Context: an optimization exercise on an open-source flow, tuned for small area. The choices shown serve that exercise and are no tape-out recipe. RTL that was checked went through simulation tests only; none was proved equivalent to the original. Power figures rest on the tool's default switching activity, not on a simulated workload.

==> flow/design.v (excerpt) <==
module rv_comb_core (
	input  logic        clk,
	input  logic        arst_n,
	output logic [31:0] insn_addr,
	input  logic [31:0] insn,
	input  logic        insn_valid,
	output logic        insn_complete,
	output logic        trap,
	output logic [4:0]  rs1_addr,
	output logic [4:0]  rs2_addr,
	output logic [4:0]  rd_addr,
	output logic        rs1_request,
	output logic        rs2_request,
	output logic        rd_request,
	input  logic [31:0] rs1_rdata,
	input  logic [31:0] rs2_rdata,
	output logic [31:0] rd_wdata,
	input  logic        rs1_ready,
	input  logic        rs2_ready,
	input  logic        rd_ready,
	output logic        mem_valid,
	input  logic        mem_ready,
	output logic [31:0] mem_addr,
	output logic [31:0] mem_wdata,
	output logic [3:0]  mem_wstrb,
	output logic [3:0]  mem_rmask,
	input  logic [31:0] mem_rdata
);
For scale: about 1300 cells after synthesis, ~290 I/O pins, roughly 0.0076 mm² of cells after synthesis.
Settings: LEC_CHECK=0, CAP_MARGIN=20, CORE_MARGIN=2, CORE_UTILIZATION=40, SETUP_SLACK_MARGIN=0.05, SLEW_MARGIN=20; clock period 13.0 ns.
standard.sh (not shown) runs the stock make flow with config.mk's settings and CLKGATE_MAP_FILE= SYNTH_SCRIPT=/design/flow/synth_recipe.tcl, a recipe that flattens the netlist after the stock synthesis.
==> flow/flow/run.sh <==
#!/bin/bash
# Own layout flow: the standard flow, with these changes:
#  - synthesis maps with our own ABC script (flow/area.abc: area recovery under a delay target)
#    instead of ORFS's speed script, and leaves full/half adders to ABC rather than extracting
#    them first; everything else in synthesis is the standard script;
#  - ports are buffered with the smallest buffer (buf_1) instead of the default choice;
#  - the clock tree uses small clock buffers and no dummy loads.
set -euo pipefail
W=$PWD
# Synthesis script: synth_recipe.tcl with the abc command given our own ABC script
{
  head -n 1 synth_recipe.tcl
  cat <<EOT
proc extract_fa {args} {}
proc abc {args} {
  set i [lsearch -exact \$args -script]
  if {\$i >= 0} { set args [lreplace \$args \$i [expr {\$i + 1}]] }
  set j [lsearch -exact \$args -D]
  if {\$j >= 0} { set args [lreplace \$args \$j [expr {\$j + 1}]] }
  yosys abc -script $W/flow/area.abc {*}\$args
}
EOT
  tail -n +2 synth_recipe.tcl
} > own_synth.tcl
sed "s#SYNTH_SCRIPT=[^ ]*#SYNTH_SCRIPT=$W/own_synth.tcl#" standard.sh > own_standard.sh
export BUFFER_PORTS_ARGS="-buffer_cell sky130_fd_sc_hd__buf_1"
# Clock tree: the design has 31 flip-flops, so small clock buffers and no dummy loads
export CTS_ARGS="-sink_clustering_enable -repair_clock_nets -buf_list {sky130_fd_sc_hd__clkbuf_4 sky130_fd_sc_hd__clkbuf_8} -dont_use_dummy_load"
bash own_standard.sh > own_flow.log 2>&1
==> flow/flow/area.abc <==
strash
dc2
balance
 rewrite
 refactor
 balance
 rewrite
 rewrite -z
 balance
 refactor -z
 rewrite -z
 balance
dch -f
amap
topo
Then changed:
--- a/flow/design.v
+++ b/flow/design.v
@@ -95,43 +95,39 @@
 	assign sleft = d_alu & (f3 == 3'b001);
 	assign a_rs1 = nz1 & (~o[0] | d_jalr) & ~sleft;
 	assign a_rev = nz1 & sleft;
 	assign a_pc  = o[0] & ~(o[3] & o[2]) & ~d_jalr;
 	logic [31:0] a;
 	genvar i;
 	generate
 		for (i = 0; i < 32; i = i + 1) begin : g_opa
 			assign a[i] = (rs1_rdata[i] & a_rs1) | (rs1_rdata[31-i] & a_rev) | (pc_full[i] & a_pc);
 		end
 	endgenerate
+	logic [31:0] r2;
+	assign r2 = rs2_rdata & {32{nz2}};
 	logic imm_u, imm_j, imm_uj;
 	assign imm_u  = o[2] & o[0];
 	assign imm_j  = o[1];
 	assign imm_uj = imm_u | imm_j;
-	logic e_r2, e_is, e_ij, e_s, e_hi, e_sg;
-	assign e_r2 = nz2 & (d_reg | d_branch);        
-	assign e_is = ~(d_reg | d_branch) & ~imm_u & ~d_store;  
-	assign e_ij = ~(d_reg | d_branch) & ~imm_u & ~imm_j & ~d_store;  
-	assign e_s  = d_store;                         
-	assign e_hi = ~(d_reg | d_branch) & ~imm_u;    
-	assign e_sg = ~(d_reg | d_branch) & ~imm_uj;   
-	logic [31:0] r2, b;
-	assign r2 = rs2_rdata & {32{nz2}};
-	assign b[0]     = (rs2_rdata[0] & e_r2) | (insn[20] & e_ij) | (insn[7] & e_s);
-	assign b[4:1]   = (rs2_rdata[4:1] & {4{e_r2}}) | (insn[24:21] & {4{e_is}}) | (insn[11:8] & {4{e_s}});
-	assign b[10:5]  = (rs2_rdata[10:5] & {6{e_r2}}) | (insn[30:25] & {6{e_hi}});
-	assign b[11]    = (rs2_rdata[11] & e_r2) | (insn[31] & e_sg) | (insn[20] & imm_j & ~(d_reg | d_branch));
-	assign b[19:12] = (rs2_rdata[19:12] & {8{e_r2}}) | ({8{insn[31]}} & {8{e_sg}}) |
-		(insn[19:12] & {8{imm_uj & ~(d_reg | d_branch)}});
-	assign b[31:20] = (rs2_rdata[31:20] & {12{e_r2}}) | ({12{insn[31]}} & {12{~(d_reg | d_branch) & ~imm_u}}) |
-		(insn[31:20] & {12{imm_u}});
+	logic [31:0] imm_a;
+	assign imm_a[0]     = imm_uj ? 1'b0 : d_store ? insn[7] : insn[20];
+	assign imm_a[4:1]   = imm_u ? 4'b0 : d_store ? insn[11:8] : insn[24:21];
+	assign imm_a[10:5]  = imm_u ? 6'b0 : insn[30:25];
+	assign imm_a[11]    = imm_u ? 1'b0 : imm_j ? insn[20] : insn[31];
+	assign imm_a[19:12] = imm_uj ? insn[19:12] : {8{insn[31]}};
+	assign imm_a[31:20] = imm_u ? insn[31:20] : {12{insn[31]}};
+	logic b_reg;
+	assign b_reg = d_reg | d_branch;
+	logic [31:0] b;
+	assign b = b_reg ? r2 : imm_a;
 	logic sub;
 	assign sub = d_branch | (d_alu & ((f3[2:1] == 2'b01) | (d_reg & (f3 == 3'b000) & insn[30])));
 	logic [31:0] bb, p, g, sum;
 	logic [32:0] c;
 	assign bb = b ^ {32{sub}};
 	assign p  = a ^ bb;
 	assign g  = a & bb;
 	logic kill;
 	logic [31:0] gk;
 	assign kill = d_alu & f3[2] & ~(f3[1:0] == 2'b01);
 	assign gk = g & {32{~kill}};
@@ -191,36 +187,37 @@
 	logic [31:1] inc;
 	logic [32:2] ic;
 	assign en = insn_complete && !trap;
 	assign inc[1] = pc[1];
 	assign ic[2] = en;
 	generate
 		for (i = 2; i < 32; i = i + 1) begin : g_inc
 			assign inc[i] = pc[i] ^ ic[i];
 			assign ic[i+1] = pc[i] & ic[i];
 		end
 	endgenerate
-	logic lsign, l_h, l_w, f_b, f_h;
+	logic [31:0] ld;
+	logic        lsign;
 	assign lsign = ~f3[2] & (f3[0] ? mem_rdata[15] : mem_rdata[7]);
-	assign l_h = d_load & (f3[1] | f3[0]);
-	assign l_w = d_load & f3[1];
-	assign f_b = d_load & ~f3[1] & ~f3[0] & lsign;
-	assign f_h = d_load & ~f3[1] & lsign;
-	logic e_link, e_sum, e_g, e_shr, e_shl, e_slt;
+	assign ld[7:0]   = mem_rdata[7:0];
+	assign ld[15:8]  = (f3[1:0] == 2'b00) ? {8{lsign}} : mem_rdata[15:8];
+	assign ld[31:16] = f3[1] ? mem_rdata[31:16] : {16{lsign}};
+	logic e_ld, e_link, e_sum, e_g, e_shr, e_shl, e_slt;
+	assign e_ld   = d_load;
 	assign e_link = o[4] & o[0];
 	assign e_sum  = (o[2] & o[0]) | (d_alu & ~f3[0] & ~(f3[1] & ~f3[2]));
 	assign e_g    = d_alu & f3[2] & f3[1];
 	assign e_shr  = d_alu & f3[2] & ~f3[1] & f3[0];
 	assign e_shl  = d_alu & ~f3[2] & ~f3[1] & f3[0];
 	assign e_slt  = d_alu & ~f3[2] & f3[1];
-	assign rd_wdata = {mem_rdata[31:16] & {16{l_w}} | {16{f_h}}, mem_rdata[15:8] & {8{l_h}} | {8{f_b}}, mem_rdata[7:0] & {8{d_load}}} | (pt & {32{e_link}}) | (sum & {32{e_sum}}) |
+	assign rd_wdata = (ld & {32{e_ld}}) | (pt & {32{e_link}}) | (sum & {32{e_sum}}) |
 		(g & {32{e_g}}) | (s4 & {32{e_shr}}) | (shl & {32{e_shl}}) | {31'b0, lts & e_slt};
 	logic [3:0] msk;
 	assign msk = {f3[1], f3[1], f3[1] | f3[0], 1'b1};
 	assign mem_addr  = sum;
 	assign mem_wdata = r2;
 	assign mem_wstrb = d_store ? msk : 4'b0;
 	assign mem_rmask = d_store ? 4'b0 : msk;
 	logic e_j, e_bt;
 	logic [31:1] pc_d;
 	assign e_j  = en & o[4] & o[0];
 	assign e_bt = en & d_branch & taken;
Result:
- clock-buffer cell count stays the same
- routed wire length increases by 1.7%
- critical path depth decreases by 2
- final area decreases by 1.3%
- global-route usage is about the same
- cell count increases by 3.1%
- setup slack gets worse by 0.060 ns
- first-iteration DRC count increases by 39%
- synthesized cell count increases by 3.0%
- clock power decreases by 9.3%
Function not checked in the first run of this note: the RTL went through the layout flow alone.

## afterwards: timing with drivers on the ports
In the flow no input, the clock included, has a driving cell. The finished layouts below were timed again as built, in two steps.
Step 1 assumes that a clkbuf_16 drives the clock port and a buf_2 every other input.
Step 2, shift: input delay + t, output delay - t, t = (earliest + latest rising clock arrival at the registers) / 2. This alone moves slack from input paths to output paths.
Slacks: no drivers / after step 1 / after step 2; pairs: no drivers / after step 1.
run	t, ns	setup WS [ns]	hold WS [ns]	worst data-port slew with drivers (ns)	cell pins on the clock port's net
the first run	0.361	0.589 / 0.559 / 0.559	0.564 / 0.564 / 0.564	0.04	1
the second run	0.349	0.529 / 0.504 / 0.461	0.605 / 0.605 / 0.605	0.05	1
After both steps every run listed still meets setup and hold. The setup slack of the second run, which loses most, moves by -0.025 ns with the drivers and by -0.068 ns with both steps.
